This is an optimization exercise on Yosys and OpenROAD, whose aim is small area and a short achievable clock period, not a production implementation.
RTL that was checked went through simulation tests only; none was proved equivalent to the original.
Function not checked in runs 1 to 3: the RTL went through the layout flow alone.

**design/flow/config.mk**
```make
export PLATFORM = sky130hd
export DESIGN_NAME = finv_pipe
export DESIGN_NICKNAME = finv_pipe
export VERILOG_FILES = /design/flow/design.v
export SDC_FILE = /design/flow/constraint.sdc
export NUM_CORES = 4
export LEC_CHECK = 0
export CAP_MARGIN = 20
export CORE_MARGIN = 2
export CORE_UTILIZATION = 40
export SLEW_MARGIN = 20
```
**design/flow/constraint.sdc**
```tcl
create_clock -name core_clock -period 125.0 [get_ports {clk}]
set_input_delay 25.0000 -clock core_clock [delete_from_list [all_inputs] [get_ports {clk}]]
set_output_delay 25.0000 -clock core_clock [all_outputs]
set_load 0.01 [all_outputs]
```
**design/flow/design.v**
```verilog
module finv_pipe #(
   parameter int LATENCY = 2
) (
   input  logic        clk,
   input  logic        rst,
   input  logic        valid_in,
   input  logic [31:0] x,
   output logic        valid_out,
   output logic [31:0] y,
   output logic        ovf
);
   if (LATENCY != 2) begin : g_latency_check
      $error("finv_pipe: only LATENCY=2 is implemented");
   end
   localparam int ND = 12;    
   localparam int W  = 25;    
   localparam int KA = 2;     
   function automatic logic [3:0] qsel_f(input logic [6:0] s, input logic [6:0] c,
                                         input logic [2:0] d3);
      logic signed [6:0] n, m2, m1, m0, mm1;
      logic ge2, ge1, ge0, gem1;
      n = $signed(s + c);
      m1 = d3[2] ? 7'sd6 : 7'sd4;
      m0 = d3[2] ? -7'sd8 : -7'sd5;
      case (d3)
         3'd0: begin m2 = 7'sd12; mm1 = -7'sd13; end
         3'd1: begin m2 = 7'sd14; mm1 = -7'sd15; end
         3'd2: begin m2 = 7'sd15; mm1 = -7'sd16; end
         3'd3: begin m2 = 7'sd16; mm1 = -7'sd18; end
         3'd4: begin m2 = 7'sd18; mm1 = -7'sd20; end
         3'd5: begin m2 = 7'sd20; mm1 = -7'sd20; end
         3'd6: begin m2 = 7'sd22; mm1 = -7'sd22; end
         default: begin m2 = 7'sd24; mm1 = -7'sd24; end
      endcase
      ge2  = (n >= m2);
      ge1  = (n >= m1);
      ge0  = (n >= m0);
      gem1 = (n >= mm1);
      qsel_f = {ge1, ~ge0, ge2 | ~gem1, (ge1 & ~ge2) | (gem1 & ~ge0)};
   endfunction
   logic        s_a;
   logic [7:0]  e_a;
   logic [22:0] f_a;
   logic [22:0] mf_a;      
   logic        nan_a, inf_a, zro_a;
   logic [7:0]  eb_a;      
   logic [W-1:0] dm_a;
   assign s_a = x[31];
   assign e_a = x[30:23];
   assign f_a = x[22:0];
   always_comb begin
      nan_a = (e_a == 8'hFF) && (f_a != 23'h0);
      zro_a = ((e_a == 8'hFF) && (f_a == 23'h0)) || (e_a == 8'hFE);
      inf_a = (e_a == 8'h00) && (f_a[22:21] == 2'b00);
      if (e_a != 8'h00) begin
         mf_a = f_a;
         eb_a = 8'd253 - e_a;
      end else if (f_a[22]) begin
         mf_a = {f_a[21:0], 1'b0};
         eb_a = 8'd253;
      end else begin
         mf_a = {f_a[20:0], 2'b00};
         eb_a = 8'd254;
      end
   end
   logic [KA+1:0][W-1:0] as, ac;
   logic [KA+1:2][2:0]   qa;
   assign dm_a  = {2'b01, mf_a};
   assign as[1] = ~(mf_a[22] ? dm_a : (dm_a << 1));
   assign ac[1] = W'(1) + (W'(1) << 24);
   for (genvar j = 2; j <= KA + 1; j++) begin : g_arow
      logic [3:0]   q;
      logic [W-1:0] s4, c4, op;
      assign q  = qsel_f(as[j-1][W-1:W-7], ac[j-1][W-1:W-7], mf_a[22:20]);
      assign qa[j] = q[2:0];
      assign s4 = as[j-1] << 2;
      assign c4 = ac[j-1] << 2;
      assign op = ((q[1] ? (dm_a << 1) : '0) | (q[0] ? dm_a : '0)) ^ {W{q[3]}};
      assign as[j] = s4 ^ c4 ^ op;
      assign ac[j] = {(s4[W-2:0] & c4[W-2:0]) | (s4[W-2:0] & op[W-2:0]) | (c4[W-2:0] & op[W-2:0]), q[3]};
   end
   logic         v1, s1, nan1, zro1, inf1;
   logic [7:0]   eb1;
   logic [22:0]  mf1;
   logic [KA+1:2][2:0] qa1;
   always_ff @(posedge clk) begin
      if (rst) v1 <= 1'b0;
      else     v1 <= valid_in;
      s1   <= s_a;
      nan1 <= nan_a;
      zro1 <= zro_a;
      inf1 <= inf_a;
      eb1  <= eb_a;
      mf1  <= mf_a;
      qa1  <= qa;
   end
   logic [W-1:0] dm;
   logic [ND:0][W-1:0] ws, wc;
   logic [ND:0]  qn, q2, q1;    
   assign dm    = {2'b01, mf1};
   assign ws[1] = ~(mf1[22] ? dm : (dm << 1));
   assign wc[1] = W'(1) + (W'(1) << 24);
   for (genvar j = 2; j <= ND; j++) begin : g_row
      logic [3:0]   q;
      logic [W-1:0] s4, c4, op;
      if (j <= KA + 1) begin : g_qa
         assign q = {~qa1[j][2] & (qa1[j][1] | qa1[j][0]), qa1[j]};
      end else begin : g_qs
         assign q = qsel_f(ws[j-1][W-1:W-7], wc[j-1][W-1:W-7], mf1[22:20]);
      end
      assign qn[j] = q[2];
      assign q2[j] = q[1];
      assign q1[j] = q[0];
      assign s4 = ws[j-1] << 2;
      assign c4 = wc[j-1] << 2;
      assign op = ((q[1] ? (dm << 1) : '0) | (q[0] ? dm : '0)) ^ {W{q[3]}};
      assign ws[j] = s4 ^ c4 ^ op;
      assign wc[j] = {(s4[W-2:0] & c4[W-2:0]) | (s4[W-2:0] & op[W-2:0]) | (c4[W-2:0] & op[W-2:0]), q[3]};
   end
   logic         s2, nan2, zro2, inf2;
   logic [7:0]   eb2;
   logic [22:0]  mf2;
   logic [W-1:0] ws2;
   logic [W-1:0] wc2;
   logic [ND:2]  qn2, qt2, qo2;
   always_ff @(posedge clk) begin
      if (rst) valid_out <= 1'b0;
      else     valid_out <= v1;
      s2   <= s1;
      nan2 <= nan1;
      zro2 <= zro1;
      inf2 <= inf1;
      eb2  <= eb1;
      mf2  <= mf1;
      ws2  <= ws[ND];
      wc2  <= {wc[ND][W-1:3], 2'b00, wc[ND][0]};
      qn2  <= qn[ND:2];
      qt2  <= q2[ND:2];
      qo2  <= q1[ND:2];
   end
   logic [W+1:0] mx, tp, tm;
   logic         up, dn;
   assign mx = {4'b0001, mf2};
   assign tp = {ws2, 2'b00} + {wc2, 2'b00} - mx;
   assign tm = {ws2, 2'b00} + {wc2, 2'b00} + mx;
   assign up = ~tp[W+1];
   assign dn = tm[W+1];
   logic [23:0] pv, nv, sq;
   always_comb begin
      pv = '0;
      nv = '0;
      pv[23:22] = {~mf2[22], mf2[22]};
      for (int j = 2; j <= ND; j++) begin
         pv[2*(ND-j) +: 2] = {qt2[j] & ~qn2[j], qo2[j] & ~qn2[j]};
         nv[2*(ND-j) +: 2] = {qt2[j] & qn2[j], qo2[j] & qn2[j]};
      end
   end
   logic [23:0] sq0, sq1;
   assign sq0 = pv + ~nv;
   assign sq1 = pv + ~nv + 24'd1;
   function automatic logic [32:0] pack(input logic [23:0] sq, input logic b0,
                                        input logic s, input logic nan, input logic inf,
                                        input logic zro, input logic [7:0] eb,
                                        input logic [22:0] mf);
      logic cy, of, uf;
      cy = sq[23];
      of = (eb == 8'd254) && cy;
      uf = (eb == 8'd0) && !cy;
      if (nan)
         pack = {1'b0, s, 8'hFF, 1'b1, mf[21:0]};
      else if (inf || (!zro && of))
         pack = {1'b1, s, 8'hFF, 23'h0};
      else if (!zro && !uf)
         pack = {1'b0, s, cy ? eb + 8'd1 : eb, sq[21:0], b0};
      else
         pack = 33'h0;
   endfunction
   logic [32:0] r0, r1;
   assign r0 = pack(sq0, 1'b1, s2, nan2, inf2, zro2, eb2, mf2);
   assign r1 = pack(sq1, up, s2, nan2, inf2, zro2, eb2, mf2);
   assign {ovf, y} = dn ? r0 : r1;
endmodule
```
**design/flow/run.sh**
```bash
#!/bin/bash
# synth_recipe.tcl (not shown) runs the flow's synth.tcl, then flattens the netlist and writes it again
# the make line also repeats each setting of config.mk as NAME=value (left out here)
make -C /OpenROAD-flow-scripts/flow DESIGN_CONFIG=/design/flow/config.mk WORK_HOME=/design/flow/orfs CLKGATE_MAP_FILE= SYNTH_SCRIPT=/design/flow/synth_recipe.tcl finish
```
==> metrics.cfg, run 1 <==
[logic_synthesis]
mappedNetlistNets = 3470
synth-seq-cells = 159
synth-edff-count = 0
synth_top_area_share_pct = 15.95
yosys-top-cells-area = fa_1 (16%), ha_1 (15%), dfxtp_1 (13%), xnor2_1 (8.0%), a22oi_1 (6.6%)
synth-seq-area-share_pct = 12.68
ys_async_sr_fraction_pct = 0
ys_top_cells_by_count = ha_1 (309), inv_1 (300), xnor2_1 (229)
synth.cell_area_mm2 = 0.02510
ys.warnings.count = 1
synthFlopType = dfxtp_1
synthesis.instances = 2926
syn-mean-instance-area_um2 = 8.578
synth_cell_types = 87
synth_most_common_cell = ha_1
synth_largest_area_cell = fa_1

[placement]
gpl.final_weighted_congestion = 0.9272
detailedPlacementHpwl_um = 56290
pre_cts_slack_ps = 84290
portbufs = 68

[timing]
timing_worst_slew_pin_value_ps = 1126
timing.slew.headroom_pct = 24.33
max_freq_ghz = 0.02490
timing.final.ws_setup_ps = 84840
fin_setup_tns_ps = 0
report.final.hold_viol_count = 0
rsz0062_at_grt = no
hold-worst-slack_ps = 322.1
fin_worst_skew_ps = 14.44
fin_crit_sh_pct = 32.12
finalSetupViolCount = 0
final-max-slew-violation-count = 0
final_worst_path_period_need_ps = 40160

[drt]
detailroute.via_count = 20940
drcViolationCount = 0
route.antenna.remaining_nets = 0
routed_wl_um = 73550
avgRoutedWirePerCell_um = 19.75
drt_first_iter_violations = 1772
number_of_iterations_in_the_first_detailed_routing_pass = 6
viasPerCell = 5.622

[floorplan]
placementRows = 91
floorplan.core_area_mm2 = 0.06183
die_w_um = 254.5
ios = 69
start_util_pct = 40.60
die_area_mm2 = 0.06477
die_h_um = 254.5

[critical_path]
cp_common_cell = fa_1
cp_data_arrival_time_ps = 40470
cpMaxStageDelayCell = o21ai_2
worstSetupPathType = flip-flop to flip-flop
worst-r2r-setup-slack_ps = 84840
crit_path_max_fanout = 52
endpoint_kind = flip-flop
r2r_start = qa1[2]$_DFF_P_
max_stage_delay_ps = 920
worstPathRequired_ps = 125310
crit_path_start_kind = flip-flop
length_in_cells_of_the_worst_reg_to_reg_path = 147
crit-reg2reg-capture = ws2[15]$_DFF_P_

[clocking]
cts_resized = 0
ctsHtreeMaxLevel = 4
hold_buffers = 0
clock_sinks = 159
tritoncts.num_buffers = 17
post-cts-setup-buffers = 0
clockRootBuffer = clkbuf_16
worst_setup_hold_path_clk_slew_ps = 70
clock_path_buffers = 2
clkLatencyLatePin_ps = 450
cts_tree = done

[worst_hold_path]
worst_hold_path_type = flip-flop to flip-flop
hold_path_depth = 0
worst_hold_path_startpoint = eb1[2]$_SDFF_PN1_
hold_end = eb2[2]$_DFF_P_

[global_routing]
via_count_of_the_first_global_routing_pass = 20850
antenna_found_initial = 1
grt-ovfl-total = 0
grt_util_met2_pct = 39.02
globalRouteMet1Util_pct = 31.39
largest_net_degree_at_the_start_of_global_routing = 55
grtUsageTotal_pct = 22.97
grt-busiest-layer = met2
grt_util_met3_pct = 2.184
wire_length_of_the_first_global_routing_pass_um = 117000

[finish]
nets = 3418
antennaDiodeCount = 0
num-fill-cells = 5998
final_layout_size_suffix_gt1_share_pct = 4.919
layout-area-overhead-vs-synth_pct = 8.240

[status]
status = finished clean

[flow_run]
cap_violations = 0

==> sequential cells by signal, summed over array words and instances, names as in the netlist, 6 cells and up <==
signal / cells
qa1: 6
ws2: 25
mf1: 23
qn2: 11
wc2: 23
qt2: 11
eb2: 8
eb1: 8
qo2: 11
mf2: 23
==> metrics by stage <==
stage	cell area (µm²)	util, %	instances
2_1_floorplan	25100	-	2926
3_3_place_gp	26570	42.97	3692
3_5_place_dp	26570	42.97	3692
4_1_cts	27150	43.92	3724
5_1_grt	27170	43.94	3724
6_report	27170	43.94	3724
==> worst max path at each step <==
stage                    startpoint  slack [ps]               to  cells after the start
floorplan           mf1[22]$_DFF_P_       89310  ws2[20]$_DFF_P_                    149
global placement     qa1[2]$_DFF_P_       85610  ws2[15]$_DFF_P_                    146
detailed placement   qa1[2]$_DFF_P_       84290  ws2[13]$_DFF_P_                    146
CTS                  qa1[2]$_DFF_P_       84300  ws2[13]$_DFF_P_                    146
global route         qa1[2]$_DFF_P_       81650  ws2[15]$_DFF_P_                    147
finish               qa1[2]$_DFF_P_       84840  ws2[15]$_DFF_P_                    147
==> metal layers <==
metal | part of all wire (%) | vias to the layer above | wire length [µm]
met5 | 0 | - | 0
met4 | 1.8 | 0 | 1355
met2 | 48 | 621 | 35050
li1 | - | 10030 | -
met1 | 46 | 10210 | 33730
met3 | 4.6 | 74 | 3415
==> critical path: cells and delay by family, from the launching register on <==
kind                     cells  cell delay (ps)
multiplexers                 1              150
adder cells (fa/ha/maj)     33            12770
AND/OR/NAND/NOR             24             5910
XOR/XNOR                    23             5480
AO/OA/AOI/OAI               52            13520
buffers and inverters       14             1770
flip-flops                   1              310
==> cells in the final DEF (no fill, tap or decap), drive strengths merged, types with 37 or more instances in the layout <==
cell,synthesis,final
a211o,39,39
a21o,57,57
a21oi,152,152
a22oi,220,220
buf,45,55
clkdlybuf4s50,0,68
dfxtp,159,159
fa,200,200
ha,309,309
inv,302,307
mux2i,69,69
nand2,157,157
nand2b,52,52
nand3,39,39
nor2,110,110
nor3,37,37
o21ai,137,137
o21bai,41,41
xnor2,232,232
xor2,150,150
==> area by class of cell <==
| type | count | area, µm² | share of cell area (%) |
|---|---|---|---|
| multi-input cells | 2271 | 20120 | 74.07 |
| flip-flops and latches | 159 | 3186 | 11.73 |
| inverters | 302 | 1134 | 4.173 |
| repair buffers | 123 | 1094 | 4.025 |
| well taps | 837 | 1047 | 3.855 |
| clock buffers | 19 | 432.9 | 1.594 |
| clock inverters | 13 | 151.4 | 0.5573 |
==> cell families after synthesis <==
group | share of synthesized area, %
AOI/OAI and AO/OA | 21.85
xor gates and xnor gates | 13.56
adders and majority gates | 31.40
buffers and inverters | 7.547
DFF | 12.68
muxes | 3.066
and+or+nand+nor | 9.900
==> run 2, diff against run 1 <==
--- a/design/flow/design.v
+++ b/design/flow/design.v
@@ -17,2 +17,3 @@
    localparam int KA = 2;     
+   localparam int LB = 11;    
    function automatic logic [3:0] qsel_f(input logic [6:0] s, input logic [6:0] c,
@@ -96,2 +97,10 @@
    end
+   logic         s2, nan2, zro2, inf2;
+   logic [7:0]   eb2;
+   logic [22:0]  mf2;
+   logic [W-1:0] ws2;
+   logic [W-1:0] wc2;
+   logic [LB:2]  qn2, qt2, qo2;
+   logic [W-1:0] dm2;
+   assign dm2 = {2'b01, mf2};
    logic [W-1:0] dm;
@@ -104,3 +113,13 @@
       logic [3:0]   q;
-      logic [W-1:0] s4, c4, op;
+      logic [W-1:0] s_in, c_in, m, s4, c4, op;
+      logic [2:0]   d3;
+      if (j == LB + 1) begin : g_c2
+         assign s_in = ws2;
+         assign c_in = wc2;
+      end else begin : g_c1
+         assign s_in = ws[j-1];
+         assign c_in = wc[j-1];
+      end
+      assign m  = (j <= LB) ? dm : dm2;
+      assign d3 = (j <= LB) ? mf1[22:20] : mf2[22:20];
       if (j <= KA + 1) begin : g_qa
@@ -108,3 +127,3 @@
       end else begin : g_qs
-         assign q = qsel_f(ws[j-1][W-1:W-7], wc[j-1][W-1:W-7], mf1[22:20]);
+         assign q = qsel_f(s_in[W-1:W-7], c_in[W-1:W-7], d3);
       end
@@ -113,5 +132,5 @@
       assign q1[j] = q[0];
-      assign s4 = ws[j-1] << 2;
-      assign c4 = wc[j-1] << 2;
-      assign op = ((q[1] ? (dm << 1) : '0) | (q[0] ? dm : '0)) ^ {W{q[3]}};
+      assign s4 = s_in << 2;
+      assign c4 = c_in << 2;
+      assign op = ((q[1] ? (m << 1) : '0) | (q[0] ? m : '0)) ^ {W{q[3]}};
       assign ws[j] = s4 ^ c4 ^ op;
@@ -119,8 +138,2 @@
    end
-   logic         s2, nan2, zro2, inf2;
-   logic [7:0]   eb2;
-   logic [22:0]  mf2;
-   logic [W-1:0] ws2;
-   logic [W-1:0] wc2;
-   logic [ND:2]  qn2, qt2, qo2;
    always_ff @(posedge clk) begin
@@ -134,7 +147,7 @@
       mf2  <= mf1;
-      ws2  <= ws[ND];
-      wc2  <= {wc[ND][W-1:3], 2'b00, wc[ND][0]};
-      qn2  <= qn[ND:2];
-      qt2  <= q2[ND:2];
-      qo2  <= q1[ND:2];
+      ws2  <= ws[LB];
+      wc2  <= {wc[LB][W-1:3], 2'b00, wc[LB][0]};
+      qn2  <= qn[LB:2];
+      qt2  <= q2[LB:2];
+      qo2  <= q1[LB:2];
    end
@@ -143,4 +156,12 @@
    assign mx = {4'b0001, mf2};
-   assign tp = {ws2, 2'b00} + {wc2, 2'b00} - mx;
-   assign tm = {ws2, 2'b00} + {wc2, 2'b00} + mx;
+   logic [W-1:0] fs, fc;
+   if (LB == ND) begin : g_fr
+      assign fs = ws2;
+      assign fc = wc2;
+   end else begin : g_fw
+      assign fs = ws[ND];
+      assign fc = wc[ND];
+   end
+   assign tp = {fs, 2'b00} + {fc, 2'b00} - mx;
+   assign tm = {fs, 2'b00} + {fc, 2'b00} + mx;
    assign up = ~tp[W+1];
@@ -153,4 +174,9 @@
       for (int j = 2; j <= ND; j++) begin
-         pv[2*(ND-j) +: 2] = {qt2[j] & ~qn2[j], qo2[j] & ~qn2[j]};
-         nv[2*(ND-j) +: 2] = {qt2[j] & qn2[j], qo2[j] & qn2[j]};
+         if (j <= LB) begin
+            pv[2*(ND-j) +: 2] = {qt2[j] & ~qn2[j], qo2[j] & ~qn2[j]};
+            nv[2*(ND-j) +: 2] = {qt2[j] & qn2[j], qo2[j] & qn2[j]};
+         end else begin
+            pv[2*(ND-j) +: 2] = {q2[j] & ~qn[j], q1[j] & ~qn[j]};
+            nv[2*(ND-j) +: 2] = {q2[j] & qn[j], q1[j] & qn[j]};
+         end
       end
==> run 2 against run 1 <==
Still clean on timing, DRC and antenna. Global-route usage about the same. Fmax increased by 6.8%. Synthesized cell count increased by 8.4%. Worst hold slack improved by 6.5 ps. Synthesized area increased by 5.1%. Sequential share of layout area decreased by 0.74 points. Critical path depth decreased by 23. Critical endpoint is now ws2[20]$_DFF_P_.
==> metrics.cfg, run 2 <==
[logic_synthesis]
ys_top_cells_by_count = inv_1 (371), ha_1 (310), a22oi_1 (208)
synth-seq-cells = 156
syn-mean-instance-area_um2 = 8.312
synth_most_common_cell = inv_1
synth-seq-area-share_pct = 11.84
synth.cell_area_mm2 = 0.02637
yosys-top-cells-area = fa_1 (15%), ha_1 (15%), dfxtp_1 (12%), xnor2_1 (6.1%), a22oi_1 (5.9%)
mappedNetlistNets = 3719
synth_top_area_share_pct = 15.26
synth_largest_area_cell = fa_1
synth-edff-count = 0
synthesis.instances = 3173
ys_async_sr_fraction_pct = 0
synthFlopType = dfxtp_1
ys.warnings.count = 1
synth_cell_types = 89

[drt]
viasPerCell = 5.639
number_of_iterations_in_the_first_detailed_routing_pass = 6
routed_wl_um = 77740
avgRoutedWirePerCell_um = 19.47
drcViolationCount = 0
detailroute.via_count = 22510
drt_first_iter_violations = 1731
route.antenna.remaining_nets = 0

[floorplan]
die_area_mm2 = 0.06800
start_util_pct = 40.26
ios = 69
die_h_um = 260.8
placementRows = 94
die_w_um = 260.8
floorplan.core_area_mm2 = 0.06551

[clocking]
clock_path_buffers = 2
cts_tree = done
post-cts-setup-buffers = 0
tritoncts.num_buffers = 17
clock_sinks = 156
cts_resized = 0
ctsHtreeMaxLevel = 4
worst_setup_hold_path_clk_slew_ps = 70
clkLatencyLatePin_ps = 440
hold_buffers = 0
clockRootBuffer = clkbuf_16

[timing]
timing.slew.headroom_pct = 28.85
hold-worst-slack_ps = 328.6
timing_worst_slew_pin_value_ps = 1067
fin_setup_tns_ps = 0
fin_crit_sh_pct = 30.07
timing.final.ws_setup_ps = 87410
finalSetupViolCount = 0
max_freq_ghz = 0.02660
final_worst_path_period_need_ps = 37590
fin_worst_skew_ps = 8.414
rsz0062_at_grt = no
report.final.hold_viol_count = 0
final-max-slew-violation-count = 0

[global_routing]
grt-ovfl-total = 0
largest_net_degree_at_the_start_of_global_routing = 57
via_count_of_the_first_global_routing_pass = 22090
grtUsageTotal_pct = 23.01
wire_length_of_the_first_global_routing_pass_um = 124900
antenna_found_initial = 0

[critical_path]
worstPathRequired_ps = 125290
length_in_cells_of_the_worst_reg_to_reg_path = 124
worstSetupPathType = flip-flop to flip-flop
cp_data_arrival_time_ps = 37890
endpoint_kind = flip-flop
cp_common_cell = fa_1
max_stage_delay_ps = 930
crit_path_max_fanout = 51
cpMaxStageDelayCell = a22o_1
crit_path_start_kind = flip-flop

[status]
status = finished clean

[placement]
portbufs = 68
post_place_cell_area_mm2 = 0.02789
gpl.final_weighted_congestion = 0.8980
pre_cts_slack_ps = 87460
detailedPlacementHpwl_um = 59350

[finish]
final_layout_size_suffix_gt1_share_pct = 5.499
largest_register_ff_count = 25
antennaDiodeCount = 0
multi_input_comb_area_mm2 = 0.02113
layout-area-overhead-vs-synth_pct = 8.155
ff_latch_area_mm2 = 0.003134
final_design_area_no_fill_mm2 = 0.02852
num-fill-cells = 6484
fin_util_pct = 43.54
top_register = ws2
layout_common_cells = inv_1 (371), ha_1 (310), a22oi_1 (208)
nets = 3661
mostFrequentLayoutCell = inv_1

[worst_hold_path]
hold_path_depth = 0
worst_hold_path_type = flip-flop to flip-flop

[flow_run]
cap_violations = 0

## run 2: path summary, 6_finish.rpt
path	start	to	slack [ps]
worst max-delay path	qa1[2]$_DFF_P_	ws2[20]$_DFF_P_	87410
worst max register to register	qa1[2]$_DFF_P_	ws2[20]$_DFF_P_	87410
worst min-delay path	nan1$_DFF_P_	nan2$_DFF_P_	330
worst min register to register	nan1$_DFF_P_	nan2$_DFF_P_	330
## run 2: cells by family after synthesis
family                     count (synthesis)  share of synthesized area (%)
xor gates and xnor gates                 352                          11.80
buffers and inverters                    583                          8.454
and+or+nand+nor                          583                          10.84
DFF                                      156                          11.84
AOI/OAI and AO/OA                        916                          24.31
adders and majority gates                511                          29.96
muxes                                     72                          2.785
## run 2: worst max-delay path: cells and delay by family (launching register included)
family                     cells  cell delay, ps
DFF                            1             310
and+or+nand+nor               21            3370
AOI/OAI and AO/OA             45           15610
xor gates and xnor gates      15            4320
adders and majority gates     30           11740
buffers and inverters         13            1940
## run 2: through the flow
stage	cells
final	3992
after global routing	3992
after CTS	3992
after detailed placement	3960
after global placement	3960
after floorplan	3173
## run 2: final cells by class
class                   instances  share of cell area [%]
multi-input cells            2434                   74.08
flip-flops and latches        156                   10.99
inverters                     377                   4.961
repair buffers                129                   3.992
well taps                     864                   3.790
clock buffers                  17                   1.491
clock inverters                15                  0.6931
## run 2: per-layer routing
metal | global-route usage (%) | up-vias | wire [µm]
met3 | 2.224 | 100 | 3751
li1 | - | 10930 | -
met4 | 6.714 | 0 | 2003
met5 | 0 | - | 0
met1 | 31.18 | 10870 | 35490
met2 | 38.73 | 612 | 36490
==> run 3, diff against run 2 <==
--- a/design/flow/config.mk
+++ b/design/flow/config.mk
@@ -7,2 +7,3 @@
 export LEC_CHECK = 0
+export ABC_AREA = 1
 export CAP_MARGIN = 20
==> run 3 against run 2 <==
Still clean. Critical endpoint is now y[21]. Final cell count rose by 2.8%. Worst hold slack worse by 2.3 ps. Clock skew rose by 9.3 ps. Non-clock buffer count is 27 lower. Clock-buffer cell count rose by 2.
==> metrics.cfg, run 3 <==
[logic_synthesis]
synth_top_area_share_pct = 16.16
synth.cell_area_mm2 = 0.02490
synth_xor_xnor_area_share_pct = 12.91
synth-edff-count = 0
synth-seq-cells = 156
synth_cell_types = 62
synth_most_common_cell = inv_1
portion_of_netlist_area_occupied_by_mux_cells_pct = 0.04020
syn-mean-instance-area_um2 = 7.634
synthesis.instances = 3262
ys_top_cells_by_count = inv_1 (620), nand2_1 (379), xor2_1 (332)
mappedNetlistNets = 3808
synth_compound_gate_area_share_pct = 17.65
synth-seq-area-share_pct = 12.54
synthFlopType = dfxtp_1
combinational_family_with_the_most_area_after_synthesis = adder cells
synth_largest_area_cell = fa_1
ys_async_sr_fraction_pct = 0
ys.warnings.count = 1
synth_fa_ha_area_share_pct = 31.74
yosys-top-cells-area = fa_1 (16%), ha_1 (16%), dfxtp_1 (13%), xor2_1 (12%), inv_1 (9.3%)
synth_simple_gate_area_share_pct = 13.31

[clocking]
worst_setup_hold_path_clk_slew_ps = 70
cts_resized = 0
clock_sinks = 156
ctsHtreeMaxLevel = 4
hold_buffers = 0
post-cts-setup-buffers = 0
clkLatencyLatePin_ps = 470
tritoncts.num_buffers = 17
clock_path_buffers = 2
cts_tree = done
clockRootBuffer = clkbuf_16

[drt]
wl_met2_um = 33930
number_of_iterations_in_the_first_detailed_routing_pass = 7
topRoutingLayerUsed = met5
route.met3.wl_um = 4631
detailroute.via_count = 21780
route.antenna.remaining_nets = 0
drcViolationCount = 0
avgRoutedWirePerCell_um = 18.19
routed_wl_um = 74670
viasPerCell = 5.308
route.layer.met1.wl_um = 34430
drt_first_iter_violations = 1735

[floorplan]
floorplan.core_area_mm2 = 0.06160
start_util_pct = 40.43
die_w_um = 253.5
die_area_mm2 = 0.06426
ios = 69
die_h_um = 253.5
placementRows = 91

[timing]
fin_setup_tns_ps = 0
timing.final.ws_setup_ps = 89130
max_freq_ghz = 0.02788
report.final.hold_viol_count = 0
finalSetupViolCount = 0
rsz0062_at_grt = no
timing.slew.headroom_pct = 18.66
final_worst_path_period_need_ps = 35870
final-max-slew-violation-count = 0
fin_crit_sh_pct = 28.70
fin_worst_skew_ps = 17.68
timing_worst_slew_pin_value_ps = 1207

[critical_path]
max_stage_delay_ps = 590
crit_path_max_fanout = 22
crit_path_start_kind = flip-flop
cpLargestDelayFamily = simple AND/OR/NAND/NOR gates
cp_data_arrival_time_ps = 10870
endpoint_kind = output pin
cpMaxStageDelayCell = clkdlybuf4s50_1
worst-r2r-setup-slack_ps = 90860
worstPathBufferInverterCount = 7
worstPathRequired_ps = 100000
worstSetupPathType = flip-flop to output pin
cp_common_cell = nand2_1

[placement]
gpl.final_weighted_congestion = 0.9029
pre_cts_slack_ps = 89770
portbufs = 68
detailedPlacementHpwl_um = 59790

[finish]
largest_register_ff_count = 25
mostFrequentLayoutCell = inv_1
final_layout_size_suffix_gt1_share_pct = 4.746
top_register = ws2
layout-area-overhead-vs-synth_pct = 8.471
layout_common_cells = inv_1 (620), nand2_1 (379), xor2_1 (332)
nets = 3799

[global_routing]
via_count_of_the_first_global_routing_pass = 20990
grt-ovfl-total = 0
antenna_found_initial = 3
grtUsageTotal_pct = 23.49
largest_net_degree_at_the_start_of_global_routing = 44
wire_length_of_the_first_global_routing_pass_um = 117900

[worst_hold_path]
worst_hold_path_type = flip-flop to flip-flop

[flow_run]
cap_violations = 0

[status]
status = finished clean

-- run 3: worst paths after layout --
path,start,end,cells past startpoint
worst min register to register,eb1[6]$_SDFF_PN1_,eb2[6]$_DFF_P_,0
worst min-delay path,eb1[6]$_SDFF_PN1_,eb2[6]$_DFF_P_,0
worst max-delay path,mf2[22]$_DFF_P_,y[21],46
worst max register to register,mf1[17]$_DFF_P_,ws2[12]$_DFF_P_,172
-- run 3: logic make-up after synthesis --
family | after synthesis
buffers and inverters | 774
xor gates and xnor gates | 367
adders and majority gates | 511
and+or+nand+nor | 744
DFF | 156
muxes | 1
AOI/OAI and AO/OA | 709
-- run 3: cell type report --
class / instances / area (µm²)
Fill cell: 6266 / 34590
Antenna cell: 1 / 2.502
Tap cell: 837 / 1047
Multi-Input combinational cell: 2332 / 18870
Sequential cell: 156 / 3124
Timing Repair Buffer: 102 / 935.9
Inverter: 644 / 2417
Clock buffer: 19 / 442.9
Clock inverter: 13 / 168.9
-- run 3: per-stage QoR --
stage | instance area (µm²) | cells | hold slack [ps] | utilization (%)
final | 27010 | 4104 | 326.3 | 43.85
after global routing | 27010 | 4104 | 333.9 | 43.85
after CTS | 27010 | 4103 | 328.5 | 43.85
after detailed placement | 26400 | 4071 | 312.8 | 42.85
after global placement | 26400 | 4071 | 310.4 | 42.85
after floorplan | 24900 | 3262 | 309.6 | -
-- run 3: per-layer routing --
layer,up-vias,track usage (%)
met5,-,0
met4,2,5.850
met3,103,3.349
met2,652,38.44
met1,10290,32.46
li1,10730,-
-- run 3: worst reg2reg max path: cells and delay by family, from the launching register on --
kind / cells / cell delay, ps
adder cells (fa/ha/maj): 26 / 10400
AO/OA/AOI/OAI: 48 / 6950
AND/OR/NAND/NOR: 59 / 6750
buffers and inverters: 23 / 5870
XOR/XNOR: 16 / 3410
flip-flops: 1 / 630
==> run 4, diff against run 3 <==
--- a/design/flow/design.v
+++ b/design/flow/design.v
@@ -16,3 +16,3 @@
    localparam int W  = 25;    
-   localparam int KA = 2;     
+   localparam int KA = 3;     
    localparam int LB = 11;    
--- a/design/flow/config.mk
+++ b/design/flow/config.mk
@@ -7,3 +7,2 @@
 export LEC_CHECK = 0
-export ABC_AREA = 1
 export CAP_MARGIN = 20
==> run 4 against run 3 <==
Via count up 6.5%. Final cell count down 1.2%. Synthesized cell count down 0.28%. Critical endpoint is now y[20]. Clock-buffer cell count up 2. Routed wire length up 6.1%. Flip-flop and latch count up 3. Critical path depth down 6. Core utilization down 0.12 points. Worst hold slack worse by 9.1 ps. Sequential share of layout area down 0.51 points.
==> metrics.cfg, run 4 <==
[timing]
timing.slew.headroom_pct = 33.16
hold-worst-slack_ps = 317.2
report.final.hold_viol_count = 0
max_freq_ghz = 0.02776
fin_setup_tns_ps = 0
final_worst_path_period_need_ps = 36030
fin_crit_sh_pct = 28.82
timing_worst_slew_pin_value_ps = 977.4
rsz0062_at_grt = no
fin_worst_skew_ps = 12.45
finalSetupViolCount = 0
final-max-slew-violation-count = 0

[logic_synthesis]
synth_cell_types = 93
mappedNetlistNets = 3804
ys_top_cells_by_count = inv_1 (367), ha_1 (311), nand2_1 (211)
synth-seq-cells = 159
synth.cell_area_mm2 = 0.02683
synthesis.instances = 3253
synth-edff-count = 0
synth_top_area_share_pct = 15.29
yosys-top-cells-area = fa_1 (15%), ha_1 (15%), dfxtp_1 (12%), xnor2_1 (6.3%), a22oi_1 (5.8%)
syn-mean-instance-area_um2 = 8.248
ys_async_sr_fraction_pct = 0
synthFlopType = dfxtp_1
synth_most_common_cell = inv_1
synth-seq-area-share_pct = 11.86
ys.warnings.count = 1
synth_largest_area_cell = fa_1

[drt]
number_of_iterations_in_the_first_detailed_routing_pass = 5
detailroute.via_count = 23190
avgRoutedWirePerCell_um = 19.55
drcViolationCount = 0
routed_wl_um = 79240
viasPerCell = 5.721
drt_first_iter_violations = 1899
route.antenna.remaining_nets = 0

[critical_path]
crit_path_start = mf2[22]$_DFF_P_
cp_common_cell = a21o_1
worstPathRequired_ps = 100000
worst-r2r-setup-slack_ps = 92850
endpoint_kind = output pin
worstSetupPathType = flip-flop to output pin
cpMaxStageDelayCell = dfxtp_1
crit_path_start_kind = flip-flop
r2r_start = qa1[2]$_DFF_P_
cp_data_arrival_time_ps = 11030
max_stage_delay_ps = 860
length_in_cells_of_the_worst_reg_to_reg_path = 118
crit_path_max_fanout = 24
crit-reg2reg-capture = ws2[19]$_DFF_P_
endpoint = y[20]

[clocking]
tritoncts.num_buffers = 17
clock_sinks = 159
clkLatencyLatePin_ps = 450
post-cts-setup-buffers = 0
clockRootBuffer = clkbuf_16
ctsHtreeMaxLevel = 4
worst_setup_hold_path_clk_slew_ps = 70
cts_tree = done
hold_buffers = 0
cts_resized = 0
clock_path_buffers = 2

[finish]
layout-area-overhead-vs-synth_pct = 7.722
layout_common_cells = inv_1 (367), ha_1 (311), nand2_1 (211)
largest_register_ff_count = 25
final_layout_size_suffix_gt1_share_pct = 4.953
multi_input_comb_area_mm2 = 0.02146
antennaDiodeCount = 0
nets = 3728
ff_latch_area_mm2 = 0.003197
num-fill-cells = 6650
fin_util_pct = 43.73
final_design_area_no_fill_mm2 = 0.02890
mostFrequentLayoutCell = inv_1
top_register = ws2

[global_routing]
grt-busiest-layer = met2
via_count_of_the_first_global_routing_pass = 22520
antenna_found_initial = 5
grt_util_met3_pct = 2.320
grt_util_met2_pct = 37.94
globalRouteMet1Util_pct = 31.11
grt-ovfl-total = 0
wire_length_of_the_first_global_routing_pass_um = 127100
grtUsageTotal_pct = 22.78
largest_net_degree_at_the_start_of_global_routing = 57

[floorplan]
die_w_um = 263.0
start_util_pct = 40.59
die_area_mm2 = 0.06917
ios = 69
floorplan.core_area_mm2 = 0.06610
die_h_um = 263.0
placementRows = 94

[placement]
gpl.final_weighted_congestion = 0.8918
post_place_cell_area_mm2 = 0.02827
detailedPlacementHpwl_um = 61200
portbufs = 68

[worst_hold_path]
worst_hold_path_type = flip-flop to flip-flop
hold_path_depth = 0

[flow_run]
cap_violations = 0

[status]
status = finished clean

==> run 4: worst max-delay path, delay by kind of cell, from the launching register on <==
family | cells | cell delay [ps]
xor+xnor | 3 | 970
flops | 1 | 860
compound gates | 23 | 4100
buf+inv | 3 | 760
simple gates | 7 | 2620
fa+ha+maj | 4 | 1210
==> run 4: routing by layer <==
layer	vias up	part of all wire (%)
li1	11220	-
met2	646	47
met5	-	0
met3	115	4.9
met1	11220	46
met4	0	2.8
==> run 4: how the worst min path moves through the flow <==
stage | from | end | slack, ps
finish | eb1[0]$_DFF_P_ | eb2[0]$_DFF_P_ | 320
CTS | eb1[0]$_DFF_P_ | eb2[0]$_DFF_P_ | 320
global route | eb1[4]$_SDFF_PN1_ | eb2[4]$_DFF_P_ | 330
floorplan | eb1[0]$_DFF_P_ | eb2[0]$_DFF_P_ | 310
detailed placement | eb1[1]$_DFF_P_ | eb2[1]$_DFF_P_ | 310
global placement | s1$_DFF_P_ | s2$_DFF_P_ | 310
==> run 4: cell families (layout without fill, tap and decap cells) <==
| kind of cell | after synthesis | after routing | share of synthesized area [%] |
|---|---|---|---|
| muxes | 63 | 63 | 2.369 |
| adders and majority gates | 517 | 517 | 29.83 |
| buffers and inverters | 594 | 531 | 8.435 |
| AOI/OAI and AO/OA | 963 | 963 | 24.82 |
| DFF | 159 | 159 | 11.86 |
| and+or+nand+nor | 625 | 625 | 11.66 |
| xor gates and xnor gates | 332 | 332 | 11.02 |
==> run 4: per-stage QoR <==
step	setup slack (ps)	cells
3_3_place_gp	89770	4022
2_1_floorplan	91660	3253
5_1_grt	88170	4054
4_1_cts	89120	4054
6_report	88970	4054
3_5_place_dp	89590	4022
==> run 4: area by class of cell <==
| type | instances | area share, % |
|---|---|---|
| clock buffers | 21 | 1.558 |
| clock inverters | 11 | 0.6233 |
| inverters | 369 | 4.792 |
| multi-input cells | 2500 | 74.26 |
| flip-flops and latches | 159 | 11.06 |
| well taps | 864 | 3.740 |
| repair buffers | 130 | 3.965 |
==> run 5, diff against run 4 <==
--- a/design/flow/config.mk
+++ b/design/flow/config.mk
@@ -9,3 +9,4 @@
 export CORE_MARGIN = 2
-export CORE_UTILIZATION = 40
+export CORE_UTILIZATION = 60
+export CTS_BUF_LIST = sky130_fd_sc_hd__clkbuf_4 sky130_fd_sc_hd__clkbuf_8
 export SLEW_MARGIN = 20
==> run 5 against run 4 <==
Still clean. Synthesized area is the same. Fmax grew 0.82%. Flip-flop and latch count is the same. Global-route usage grew 12 points. Largest cell class unchanged.
==> metrics.cfg, run 5 <==
[critical_path]
crit-reg2reg-capture = ws2[20]$_DFF_P_
max_stage_delay_ps = 920
cpMaxStageDelayCell = nor2b_1
crit_path_start = mf2[22]$_DFF_P_
worstSetupPathType = flip-flop to output pin
crit_path_max_fanout = 24
worst-r2r-setup-slack_ps = 92160
r2r_start = qa1[2]$_DFF_P_
cp_common_cell = a21oi_1
crit_path_start_kind = flip-flop
cp_data_arrival_time_ps = 10740
endpoint_kind = output pin
length_in_cells_of_the_worst_reg_to_reg_path = 120
worstPathRequired_ps = 100000

[clocking]
cts_tree = done
clock_path_buffers = 2
clkLatencyLatePin_ps = 500
hold_buffers = 0
tritoncts.num_buffers = 17
cts_resized = 0
clockRootBuffer = clkbuf_8
clock_sinks = 159
ctsHtreeMaxLevel = 4
worst_setup_hold_path_clk_slew_ps = 100
post-cts-setup-buffers = 0

[logic_synthesis]
synth-seq-area-share_pct = 11.86
yosys-top-cells-area = fa_1 (15%), ha_1 (15%), dfxtp_1 (12%), xnor2_1 (6.3%), a22oi_1 (5.8%)
ys.warnings.count = 1
synth-edff-count = 0
synth_most_common_cell = inv_1
mappedNetlistNets = 3804
synth.cell_area_mm2 = 0.02683
synth_cell_types = 93
synthFlopType = dfxtp_1
ys_top_cells_by_count = inv_1 (367), ha_1 (311), nand2_1 (211)
syn-mean-instance-area_um2 = 8.248
synth-seq-cells = 159
synth_top_area_share_pct = 15.29
ys_async_sr_fraction_pct = 0
synth_largest_area_cell = fa_1
synthesis.instances = 3253

[timing]
fin_crit_sh_pct = 28.59
report.final.hold_viol_count = 0
finalSetupViolCount = 0
final_worst_path_period_need_ps = 35740
rsz0062_at_grt = no
timing.final.ws_setup_ps = 89260
max_freq_ghz = 0.02798
timing_worst_slew_pin_value_ps = 1095
fin_worst_skew_ps = 15.75
final-max-slew-violation-count = 0
fin_setup_tns_ps = 0
timing.slew.headroom_pct = 26.87

[flow_run]
cap_violations = 0

[finish]
num-fill-cells = 3835
final_design_area_no_fill_mm2 = 0.02848
top_register = ws2
nets = 3738
mostFrequentLayoutCell = inv_1
layout_common_cells = inv_1 (367), ha_1 (311), nand2_1 (211)
antennaDiodeCount = 0
final-instance-count-excl-fill = 3792
largest_register_ff_count = 25
layout-area-overhead-vs-synth_pct = 6.160
final_layout_size_suffix_gt1_share_pct = 5.250

[floorplan]
die_w_um = 215.5
die_h_um = 215.5
die_area_mm2 = 0.04643
start_util_pct = 60.68
placementRows = 77
floorplan.core_area_mm2 = 0.04422
ios = 69

[global_routing]
grt-ovfl-total = 0
largest_net_degree_at_the_start_of_global_routing = 58
via_count_of_the_first_global_routing_pass = 23480
wire_length_of_the_first_global_routing_pass_um = 130200
antenna_found_initial = 0
grtUsageTotal_pct = 35.12

[worst_hold_path]
worst_hold_path_startpoint = s1$_DFF_P_
hold_end = s2$_DFF_P_
hold_path_depth = 0
worst_hold_path_type = flip-flop to flip-flop

[drt]
viasPerCell = 6.376
detailroute.via_count = 24180
route.antenna.remaining_nets = 0
routed_wl_um = 81600
number_of_iterations_in_the_first_detailed_routing_pass = 6
drcViolationCount = 0
avgRoutedWirePerCell_um = 21.52
drt_first_iter_violations = 2429

[placement]
gpl.final_weighted_congestion = 0.9541
placed_cells = 3760
portbufs = 68
detailedPlacementHpwl_um = 61020
post_place_cell_area_mm2 = 0.02801
pre_cts_slack_ps = 89910

[status]
status = finished clean

==> run 5: changes by cell type in the layout (fill, tap and decap cells not counted), sizes merged <==
cell      before  now
buf           62   72
clkbuf        21   19
clkinv         2    4
clkinvlp       3    2
inv          371  372
==> run 5: final cells by class <==
type | count | area, µm² | share of cell area (%)
Multi-Input combinational cell | 2500 | 21490 | 75.45
Clock inverter | 13 | 198.9 | 0.6984
Inverter | 369 | 1385 | 4.863
Sequential cell | 159 | 3187 | 11.19
Timing Repair Buffer | 140 | 1221 | 4.287
Tap cell | 592 | 740.7 | 2.600
Clock buffer | 19 | 261.5 | 0.9180
==> run 5: how the worst max path moves through the flow <==
stage / slack [ps] / endpoint / cells past startpoint
after floorplan: 91660 / qa1[6]$_DFF_P_ / 41
after global placement: 90160 / qa1[6]$_DFF_P_ / 45
after detailed placement: 89910 / qa1[6]$_DFF_P_ / 47
after CTS: 89410 / y[14] / 42
after global routing: 88410 / y[14] / 42
final: 89260 / y[14] / 42
==> run 5: worst max-delay path: cells and delay by family (launching register included) <==
kind                     cells  cell delay [ps]
AO/OA/AOI/OAI               23             4250
buffers and inverters        5             1240
AND/OR/NAND/NOR              6             1980
flip-flops                   1              870
adder cells (fa/ha/maj)      4             1240
XOR/XNOR                     4              630
==> run 5: per-layer routing <==
metal | wire, µm | global-route usage, % | up-vias | part of all wire (%)
met5 | 0 | 0 | - | 0
met4 | 2570 | 11.86 | 0 | 3.1
li1 | - | - | 11230 | -
met2 | 36400 | 54.95 | 1039 | 45
met3 | 7459 | 6.977 | 169 | 9.1
met1 | 35170 | 48.47 | 11740 | 43
==> run 5: kinds of logic (layout without fill, tap and decap cells) <==
logic type,Yosys count,count (layout),synth area share (%)
multiplexers,63,63,2.369
AO/OA/AOI/OAI,963,963,24.82
adder cells (fa/ha/maj),517,517,29.83
buffers and inverters,594,541,8.435
XOR/XNOR,332,332,11.02
AND/OR/NAND/NOR,625,625,11.66
flip-flops,159,159,11.86
==> run 5: per-stage QoR <==
step                      util, %  hold slack, ps
after floorplan                 -           309.6
after global placement      63.33           311.0
after detailed placement    63.33           313.6
after CTS                   64.37           328.0
after global routing        64.41           327.2
final                       64.41           325.4
==> run 6, diff against run 5 <==
--- a/design/flow/design.v
+++ b/design/flow/design.v
@@ -16,3 +16,3 @@
    localparam int W  = 25;    
-   localparam int KA = 3;     
+   localparam int KA = 2;     
    localparam int LB = 11;    
@@ -135,4 +135,16 @@
       assign op = ((q[1] ? (m << 1) : '0) | (q[0] ? m : '0)) ^ {W{q[3]}};
-      assign ws[j] = s4 ^ c4 ^ op;
-      assign wc[j] = {(s4[W-2:0] & c4[W-2:0]) | (s4[W-2:0] & op[W-2:0]) | (c4[W-2:0] & op[W-2:0]), q[3]};
+      assign ws[j][1:0] = op[1:0];
+      assign wc[j][0]   = q[3];
+      assign wc[j][2:1] = 2'b00;
+      for (genvar i = 2; i < W; i++) begin : g_b
+         if (j == 2 || i == 3 || i == 4 || i == W - 1) begin : g_l
+            if (i < W - 1) begin : g_c
+               assign {wc[j][i+1], ws[j][i]} = 2'(s4[i]) + 2'(c4[i]) + 2'(op[i]);
+            end else begin : g_t
+               assign ws[j][i] = s4[i] ^ c4[i] ^ op[i];
+            end
+         end else begin : g_f
+            finv_fa u_f (.a(s4[i]), .b(c4[i]), .c(op[i]), .s(ws[j][i]), .co(wc[j][i+1]));
+         end
+      end
    end
@@ -208 +220,11 @@
 endmodule
+module finv_fa (
+   input  logic a,
+   input  logic b,
+   input  logic c,
+   output logic s,
+   output logic co
+);
+   assign s  = a ^ b ^ c;
+   assign co = (a & b) | (a & c) | (b & c);
+endmodule
==> design/flow/flow/run.sh (new file) <==
#!/bin/bash
set -euo pipefail
bash standard.sh "BUFFER_PORTS_ARGS=-buffer_cell sky130_fd_sc_hd__buf_2" finish > make.log 2>&1
==> design/flow/standard.sh (new file) <==
#!/bin/bash
# synth_recipe.tcl (not shown) runs the flow's synth.tcl, then flattens the netlist and writes it again
# the make line also repeats each setting of config.mk as NAME=value (left out here)
make -C /OpenROAD-flow-scripts/flow DESIGN_CONFIG=/design/flow/config.mk WORK_HOME=/design/flow/orfs CLKGATE_MAP_FILE= SYNTH_SCRIPT=/design/flow/synth_recipe.tcl "${@:-finish}"
--- a/design/flow/config.mk
+++ b/design/flow/config.mk
@@ -7,6 +7,9 @@
 export LEC_CHECK = 0
+export ABC_AREA = 1
 export CAP_MARGIN = 20
 export CORE_MARGIN = 2
-export CORE_UTILIZATION = 60
+export CORE_UTILIZATION = 40
 export CTS_BUF_LIST = sky130_fd_sc_hd__clkbuf_4 sky130_fd_sc_hd__clkbuf_8
 export SLEW_MARGIN = 20
+export SYNTH_HIERARCHICAL = 1
+export SYNTH_MINIMUM_KEEP_SIZE = 0
removed: design/flow/run.sh
==> run 6 against run 5 <==
Critical path type unchanged. Setup slack worse by 740 ps. Register-to-register slack worse by 2300 ps. Die area is 33% higher. Critical path depth grew 10. Sequential share of layout area up 1.2 points. Cell area fell by 11%. Core utilization is 22 points lower. Global-route usage down 12 points. Synthesized area fell by 11%. Still clean on timing, DRC and antenna. Synthesized cell count shrank 6.3%.
==> metrics.cfg, run 6 <==
[status]
status = finished clean

[finish]
num-fill-cells = 6002
layout_common_cells = nand2_1 (475), inv_1 (352), xor2_1 (327)
largest_register_ff_count = 25
layout-area-overhead-vs-synth_pct = 5.626
mostFrequentLayoutCell = nand2_1
ff_latch_area_mm2 = 0.003124
nets = 3581
top_register = ws2
final_design_area_no_fill_mm2 = 0.02532
final-instance-count-excl-fill = 3821
final_layout_size_suffix_gt1_share_pct = 6.533
multi_input_comb_area_mm2 = 0.01891

[clocking]
worst_setup_hold_path_clk_slew_ps = 90
cts_resized = 0
hold_buffers = 0
clkLatencyLatePin_ps = 530
clock_path_buffers = 2
clock_sinks = 156
post-cts-setup-buffers = 0
tritoncts.num_buffers = 17
cts_tree = done
clockRootBuffer = clkbuf_8
ctsHtreeMaxLevel = 4

[logic_synthesis]
synth_cell_types = 63
synth.cell_area_mm2 = 0.02397
ys_top_cells_by_count = nand2_1 (475), inv_1 (352), xor2_1 (327)
mappedNetlistNets = 3596
ys.warnings.count = 7
synth_most_common_cell = nand2_1
synthFlopType = dfxtp_1
synthesis.instances = 3048
ys_async_sr_fraction_pct = 0
synth_top_area_share_pct = 17.54
syn-mean-instance-area_um2 = 7.865
synth-seq-cells = 156
synth_largest_area_cell = fa_1
synth-edff-count = 0
synth-seq-area-share_pct = 13.03
yosys-top-cells-area = fa_1 (18%), ha_1 (16%), dfxtp_1 (13%), xor2_1 (12%), nand2_1 (7.4%)

[drt]
number_of_iterations_in_the_first_detailed_routing_pass = 6
routed_wl_um = 72740
avgRoutedWirePerCell_um = 19.04
route.antenna.remaining_nets = 0
drt_first_iter_violations = 1650
drcViolationCount = 0
detailroute.via_count = 20810
viasPerCell = 5.446

[floorplan]
ios = 69
die_w_um = 248.8
die_h_um = 248.8
die_area_mm2 = 0.06191
floorplan.core_area_mm2 = 0.05913
placementRows = 89
start_util_pct = 40.54

[global_routing]
via_count_of_the_first_global_routing_pass = 20240
grtUsageTotal_pct = 23.26
largest_net_degree_at_the_start_of_global_routing = 74
wire_length_of_the_first_global_routing_pass_um = 114500
antenna_found_initial = 2
grt-ovfl-total = 0

[timing]
report.final.hold_viol_count = 0
fin_setup_tns_ps = 0
timing.slew.headroom_pct = 26.93
final_worst_path_period_need_ps = 36480
final-max-slew-violation-count = 0
fin_worst_skew_ps = 29.49
max_freq_ghz = 0.02741
finalSetupViolCount = 0
timing_worst_slew_pin_value_ps = 1094
hold-worst-slack_ps = 329.2
rsz0062_at_grt = no
fin_crit_sh_pct = 29.18

[critical_path]
worstSetupPathType = flip-flop to output pin
cp_common_cell = nand2_1
crit_path_max_fanout = 28
max_stage_delay_ps = 710
cp_data_arrival_time_ps = 11480
r2r_start = mf1[15]$_DFF_P_
endpoint_kind = output pin
cpMaxStageDelayCell = clkinv_1
crit_path_start_kind = flip-flop
crit_path_start = ws2[18]$_DFF_P_
cpLargestDelayFamily = simple AND/OR/NAND/NOR gates
worstPathRequired_ps = 100000
worstPathBufferInverterCount = 5

[placement]
portbufs = 68
gpl.final_weighted_congestion = 0.8964
placed_cells = 3787
detailedPlacementHpwl_um = 56790
post_place_cell_area_mm2 = 0.02495

[worst_hold_path]
worst_hold_path_type = flip-flop to flip-flop
worst_hold_path_startpoint = eb1[2]$_SDFF_PN1_

[flow_run]
cap_violations = 0

run 6: final cells by class:
cell class,instances,area share [%]
diodes,2,0.01976
clock buffers,18,0.9784
clock inverters,14,0.4546
inverters,397,5.885
multi-input cells,2377,74.69
flip-flops and latches,156,12.34
well taps,773,3.820
repair buffers,84,1.818
run 6: stage by stage:
| stage | setup slack (ps) | utilization (%) |
|---|---|---|
| 2_1_floorplan | 92310 | - |
| 3_3_place_gp | 89180 | 42.20 |
| 3_5_place_dp | 89230 | 42.20 |
| 4_1_cts | 88620 | 42.81 |
| 5_1_grt | 87020 | 42.82 |
| 6_report | 88520 | 42.82 |
run 6: worst paths after layout:
path                      to  slack [ps]  depth (start not counted)
min reg2reg   eb2[2]$_DFF_P_         330                          0
max reg2reg  ws2[22]$_DFF_P_       89890                        156
max                     y[3]       88520                         52
min           eb2[2]$_DFF_P_         330                          0
run 6: metal layers:
layer,wire length (µm),global-route usage (%),up-vias
li1,-,-,10280
met1,33420,31.64,9890
met2,33410,38.05,556
met3,3902,3.260,87
met4,2008,7.394,0
met5,0,0,-
run 6: per-module statistics from Yosys, one instance, submodules excluded:
module / flops+latches / copies in the design
finv_pipe: 156 / 1
finv_fa: 0 / 200
run 6: logic make-up after synthesis:
group	Yosys count	share of synthesized area, %
XOR/XNOR	352	12.86
multiplexers	1	0.04176
AO/OA/AOI/OAI	652	16.90
flip-flops	156	13.03
buffers and inverters	515	8.184
AND/OR/NAND/NOR	858	15.60
adder cells (fa/ha/maj)	514	33.39
==> run 7, diff against run 6 <==
==> design/flow/flow/run.sh (replaced) <==
#!/bin/bash
set -euo pipefail
bash standard.sh "BUFFER_PORTS_ARGS=-buffer_cell sky130_fd_sc_hd__buf_2" SETUP_SLACK_MARGIN=92 finish > make.log 2>&1
==> run 7 against run 6 <==
Sequential share of layout area is 0.80 points lower. Synthesized cell count is the same. Register-to-register slack improved by 4400 ps. Critical path depth shrank 1. Fmax is 9.8% higher. Flip-flop and latch count unchanged. Die area stayed put. Critical endpoint is now y[17]. Highest routed layer unchanged.
==> metrics.cfg, run 7 <==
[status]
status = finished clean

[timing]
final-max-slew-violation-count = 0
max_freq_ghz = 0.03010
finalSetupViolCount = 0
fin_crit_sh_pct = 26.58
report.final.hold_viol_count = 0
fin_setup_tns_ps = 0
timing.slew.headroom_pct = 29.92
fin_worst_skew_ps = 30.37
timing_worst_slew_pin_value_ps = 1051
rsz0062_at_grt = yes
final_worst_path_period_need_ps = 33230

[global_routing]
via_count_of_the_first_global_routing_pass = 20790
wire_length_of_the_first_global_routing_pass_um = 117200
grt-ovfl-total = 0
grt_util_met3_pct = 3.532
globalRouteMet1Util_pct = 32.00
grtUsageTotal_pct = 23.83
antenna_found_initial = 2
largest_net_degree_at_the_start_of_global_routing = 74
grt_util_met2_pct = 39.29
grt-busiest-layer = met2

[finish]
layout-area-overhead-vs-synth_pct = 13.31
largest_register_ff_count = 25
ff_latch_area_mm2 = 0.003136
nets = 3671
layout_common_cells = nand2_1 (459), inv_1 (336), xor2_1 (314)
multi_input_comb_area_mm2 = 0.01979
final-instance-count-excl-fill = 3910
top_register = ws2
final_layout_size_suffix_gt1_share_pct = 14.32
num-fill-cells = 5823
mostFrequentLayoutCell = nand2_1

[logic_synthesis]
synth_most_common_cell = nand2_1
synthFlopType = dfxtp_1
synth-edff-count = 0
synth-seq-cells = 156
ys_top_cells_by_count = nand2_1 (475), inv_1 (352), xor2_1 (327)
ys_async_sr_fraction_pct = 0
synth_largest_area_cell = fa_1
synthesis.instances = 3048
synth-seq-area-share_pct = 13.03
mappedNetlistNets = 3596
synth_cell_types = 63
syn-mean-instance-area_um2 = 7.865
yosys-top-cells-area = fa_1 (18%), ha_1 (16%), dfxtp_1 (13%), xor2_1 (12%), nand2_1 (7.4%)
synth_top_area_share_pct = 17.54
ys.warnings.count = 7
synth.cell_area_mm2 = 0.02397

[floorplan]
die_w_um = 248.8
placementRows = 89
floorplan.core_area_mm2 = 0.05913
die_area_mm2 = 0.06191
start_util_pct = 40.54
ios = 69
die_h_um = 248.8

[critical_path]
endpoint_kind = output pin
worstSetupPathType = flip-flop to output pin
crit_path_start = ws2[18]$_DFF_P_
cpLargestDelayFamily = compound AO/OA/AOI/OAI gates
r2r_start = mf1[17]$_DFF_P_
worstPathBufferInverterCount = 5
crit_path_max_fanout = 10
cp_data_arrival_time_ps = 8230
cp_common_cell = nand2_1
cpMaxStageDelayCell = dfxtp_2
critical_path_depth = 51
length_in_cells_of_the_worst_reg_to_reg_path = 155
max_stage_delay_ps = 350
crit_path_start_kind = flip-flop
worstPathRequired_ps = 100000

[clocking]
worst_setup_hold_path_clk_slew_ps = 90
clock_path_buffers = 2
clock_sinks = 156
cts_tree = done
clockRootBuffer = clkbuf_8
tritoncts.num_buffers = 17
ctsHtreeMaxLevel = 4
hold_buffers = 0
clkLatencyLatePin_ps = 530

[worst_hold_path]
worst_hold_path_startpoint = eb1[2]$_SDFF_PN1_
worst_hold_path_type = flip-flop to flip-flop
hold_path_depth = 0

[placement]
gpl.final_weighted_congestion = 0.8964
detailedPlacementHpwl_um = 56790
placed_cells = 3787
portbufs = 68

[drt]
routed_wl_um = 75790
detailroute.via_count = 21430
viasPerCell = 5.482
number_of_iterations_in_the_first_detailed_routing_pass = 8
avgRoutedWirePerCell_um = 19.38
drcViolationCount = 0
drt_first_iter_violations = 1631
route.antenna.remaining_nets = 0

[flow_run]
cap_violations = 0

run 7: worst register-to-register path, delay by kind of cell, from the launching register on:
family,cells,cell delay [ps]
adders and majority gates,26,10380
AOI/OAI and AO/OA,43,6800
buffers and inverters,23,4100
xor gates and xnor gates,15,2790
and+or+nand+nor,48,5780
DFF,1,700
run 7: Yosys stat by module, one instance, submodules excluded:
module	area, µm²	cells
finv_pipe	19970	2848
finv_fa	20.02	1
run 7: cell type report:
| class | instances | share of cell area (%) |
|---|---|---|
| repair buffers | 165 | 4.532 |
| inverters | 397 | 6.029 |
| flip-flops and latches | 156 | 11.54 |
| repair inverters | 7 | 0.1290 |
| well taps | 773 | 3.560 |
| clock buffers | 18 | 0.9120 |
| multi-input cells | 2379 | 72.86 |
| clock inverters | 14 | 0.4237 |
| diodes | 1 | 0.009212 |
run 7: timing repair:
action	4_1_cts	5_1_grt
gates cloned	4	8
setup buffers	48	30
gates resized for setup	151	122
setup endpoints to repair	86	87
pin swaps	50	50
run 7: kinds of logic after synthesis:
| group | Yosys count | share of synthesized area (%) |
|---|---|---|
| AND/OR/NAND/NOR | 858 | 15.60 |
| multiplexers | 1 | 0.04176 |
| XOR/XNOR | 352 | 12.86 |
| flip-flops | 156 | 13.03 |
| AO/OA/AOI/OAI | 652 | 16.90 |
| buffers and inverters | 515 | 8.184 |
| adder cells (fa/ha/maj) | 514 | 33.39 |
run 7: through the flow:
stage	setup WS, ps	cell area [µm²]	util [%]	hold WS [ps]
2_1_floorplan	92310	23970	-	309.6
3_3_place_gp	89180	24950	42.20	309.6
3_5_place_dp	89230	24950	42.20	312.1
4_1_cts	91670	26400	44.64	330.7
5_1_grt	91320	27160	45.94	334.4
6_report	91770	27160	45.94	328.5
run 7: final timing paths:
path | to | slack, ps
setup / recovery | y[17] | 91770
hold / removal | eb2[2]$_DFF_P_ | 330
setup reg to reg | ws2[22]$_DFF_P_ | 94280
hold reg to reg | eb2[2]$_DFF_P_ | 330
run 7: routing by layer:
layer	share of wire [%]	vias up
met1	44	10240
met3	6.0	108
met2	46	632
met4	3.2	0
met5	0	-
li1	-	10450
==> run 8, diff against run 7 <==
==> design/flow/flow/run.sh (replaced) <==
#!/bin/bash
set -euo pipefail
bash standard.sh "BUFFER_PORTS_ARGS=-buffer_cell sky130_fd_sc_hd__buf_2" SETUP_SLACK_MARGIN=89 finish > make.log 2>&1
==> run 8 against run 7 <==
Still clean on timing, DRC and antenna. Clock skew increased by 1.2 ps. Clock-buffer cell count unchanged. Critical path type unchanged. Largest cell class unchanged. Highest routed layer is now met5.
==> metrics.cfg, run 8 <==
[logic_synthesis]
synth_compound_gate_area_share_pct = 16.90
synth_fa_ha_area_share_pct = 33.39
synth-edff-count = 0
mappedNetlistNets = 3596
syn-mean-instance-area_um2 = 7.865
ys_top_cells_by_count = nand2_1 (475), inv_1 (352), xor2_1 (327)
portion_of_netlist_area_occupied_by_mux_cells_pct = 0.04175
ys.warnings.count = 7
ys_async_sr_fraction_pct = 0
synth_top_area_share_pct = 17.54

[finish]
mostFrequentLayoutCell = nand2_1
ff_latch_area_mm2 = 0.003124
num-fill-cells = 5990
final_layout_size_suffix_gt1_share_pct = 7.486
multi_input_comb_area_mm2 = 0.01893

[drt]
avgRoutedWirePerCell_um = 18.97
number_of_iterations_in_the_first_detailed_routing_pass = 5
route.antenna.remaining_nets = 0
viasPerCell = 5.436
detailroute.via_count = 20840

[critical_path]
worstPathBufferInverterCount = 5
max_stage_delay_ps = 410
endpoint_kind = output pin
endpoint = y[3]
worst-r2r-setup-slack_ps = 91880
cpLargestDelayFamily = compound AO/OA/AOI/OAI gates

[floorplan]
die_area_mm2 = 0.06191
die_w_um = 248.8
die_h_um = 248.8

[clocking]
cts_tree = done
clockRootBuffer = clkbuf_8
ctsHtreeMaxLevel = 4

[timing]
fin_setup_tns_ps = 0
fin_worst_skew_ps = 31.55
finalSetupViolCount = 0
timing.slew.headroom_pct = 27.00

[global_routing]
via_count_of_the_first_global_routing_pass = 20240
antenna_found_initial = 2
grt_util_met3_pct = 3.260
grt_util_met2_pct = 38.05
wire_length_of_the_first_global_routing_pass_um = 114500

[status]
status = finished clean

[placement]
portbufs = 68

==> run 8: cell count changes in the layout (fill, tap and decap cells not counted), sizes merged <==
cell	before	now
clkinv	31	29
a21oi	136	135
nand2	503	502
clkinvlp	18	14
inv	366	369
buf	163	96
bufinv	3	0
bufbuf	2	0
==> run 8: what timing repair did <==
action                                  4_1_cts  5_1_grt
buffers inserted                              0       12
resized for setup                             1       30
gates cloned                                  0        1
endpoints found under the setup margin        7       74
==> run 8: through the flow <==
stage	area, µm²	utilization (%)	worst slack, ps	hold WS, ps
after floorplan	23970	-	92310	309.6
after global placement	24950	42.20	89180	309.6
after detailed placement	24950	42.20	89230	312.1
after CTS	25320	42.81	89030	330.7
after global routing	25490	43.11	89110	334.4
final	25490	43.11	89960	328.0
==> run 8: worst min path at each step <==
stage                                 start        endpoint  slack (ps)
after detailed placement  eb1[2]$_SDFF_PN1_  eb2[2]$_DFF_P_         310
after global placement    eb1[3]$_SDFF_PN1_  eb2[3]$_DFF_P_         310
after global routing           inf1$_DFF_P_    inf2$_DFF_P_         330
after floorplan              eb1[0]$_DFF_P_  eb2[0]$_DFF_P_         310
final                     eb1[2]$_SDFF_PN1_  eb2[2]$_DFF_P_         330
after CTS                 eb1[2]$_SDFF_PN1_  eb2[2]$_DFF_P_         330
==> run 8: cells by family after synthesis <==
kind of cell | count (synthesis)
flip-flops | 156
adder cells (fa/ha/maj) | 514
XOR/XNOR | 352
buffers and inverters | 515
AO/OA/AOI/OAI | 652
AND/OR/NAND/NOR | 858
multiplexers | 1
==> run 8: routing by layer <==
metal  wire (µm)  share of wire [%]
met5          84               0.12
met4        2054                2.8
met3        4003                5.5
met2       33300                 46
met1       33270                 46
==> run 8: layout make-up <==
class                      instances  share of cell area [%]
antenna                            1                0.009816
timing repair buffer              96                   2.174
clock inverter                    14                  0.4516
timing repair inverter             1                 0.01963
inverter                         397                   6.076
multi-input combinational       2377                   74.25
sequential                       156                   12.26
clock buffer                      18                  0.9718
tap                              773                   3.794
==> run 8: per-module statistics from Yosys, one instance, submodules excluded <==
| module | cell area (µm²) | cells inside | flip-flops and latches | times used |
|---|---|---|---|---|
| finv_fa | 20.02 | 1 | 0 | 200 |
| finv_pipe | 19970 | 2848 | 156 | 1 |
==> run 8: worst reg2reg max path, delay by kind of cell, from the launching register on <==
family / cells / cell delay [ps]
fa+ha+maj: 26 / 10170
xor+xnor: 15 / 3090
flops: 1 / 360
simple gates: 51 / 6200
compound gates: 41 / 7330
buf+inv: 24 / 5810

==> port drivers added, routing unchanged <==
Ports are ideal in the flow. The routed layouts listed here were re-timed in OpenROAD. Step 1: set_driving_cell puts a clkbuf_16 on clk and a buf_2 on each other input, an assumption about the parent block. Step 2 moves the port delays by t, midway between the first and last clock arrival at a register: inputs arrive t later, outputs are due t later. That takes back most of the time a late clock gives input paths. a / b / c = no drivers / after step 1 / after step 2; a / b = the first two.
run | shift t [ns] | slack for setup (ns) | worst setup path after step 2 | worst slew at a driven data input, ns
run 1 | 0.490 | 84.845 / 84.845 / 84.845 | register to register | 0.07
run 2 | 0.483 | 87.406 / 87.406 / 87.406 | register to register | 0.05
run 3 | 0.518 | 89.127 / 89.071 / 89.590 | register to output | 0.07
run 4 | 0.500 | 88.971 / 88.918 / 89.380 | input to register | 0.05
run 5 | 0.540 | 89.263 / 89.218 / 89.758 | register to output | 0.05
run 6 | 0.565 | 88.520 / 88.466 / 89.031 | register to output | 0.05
run 7 | 0.566 | 91.772 / 91.714 / 92.183 | input to register | 0.05
run 8 | 0.561 | 89.964 / 89.906 / 90.468 | register to output | 0.05
After both steps setup and hold are still met in every run listed.
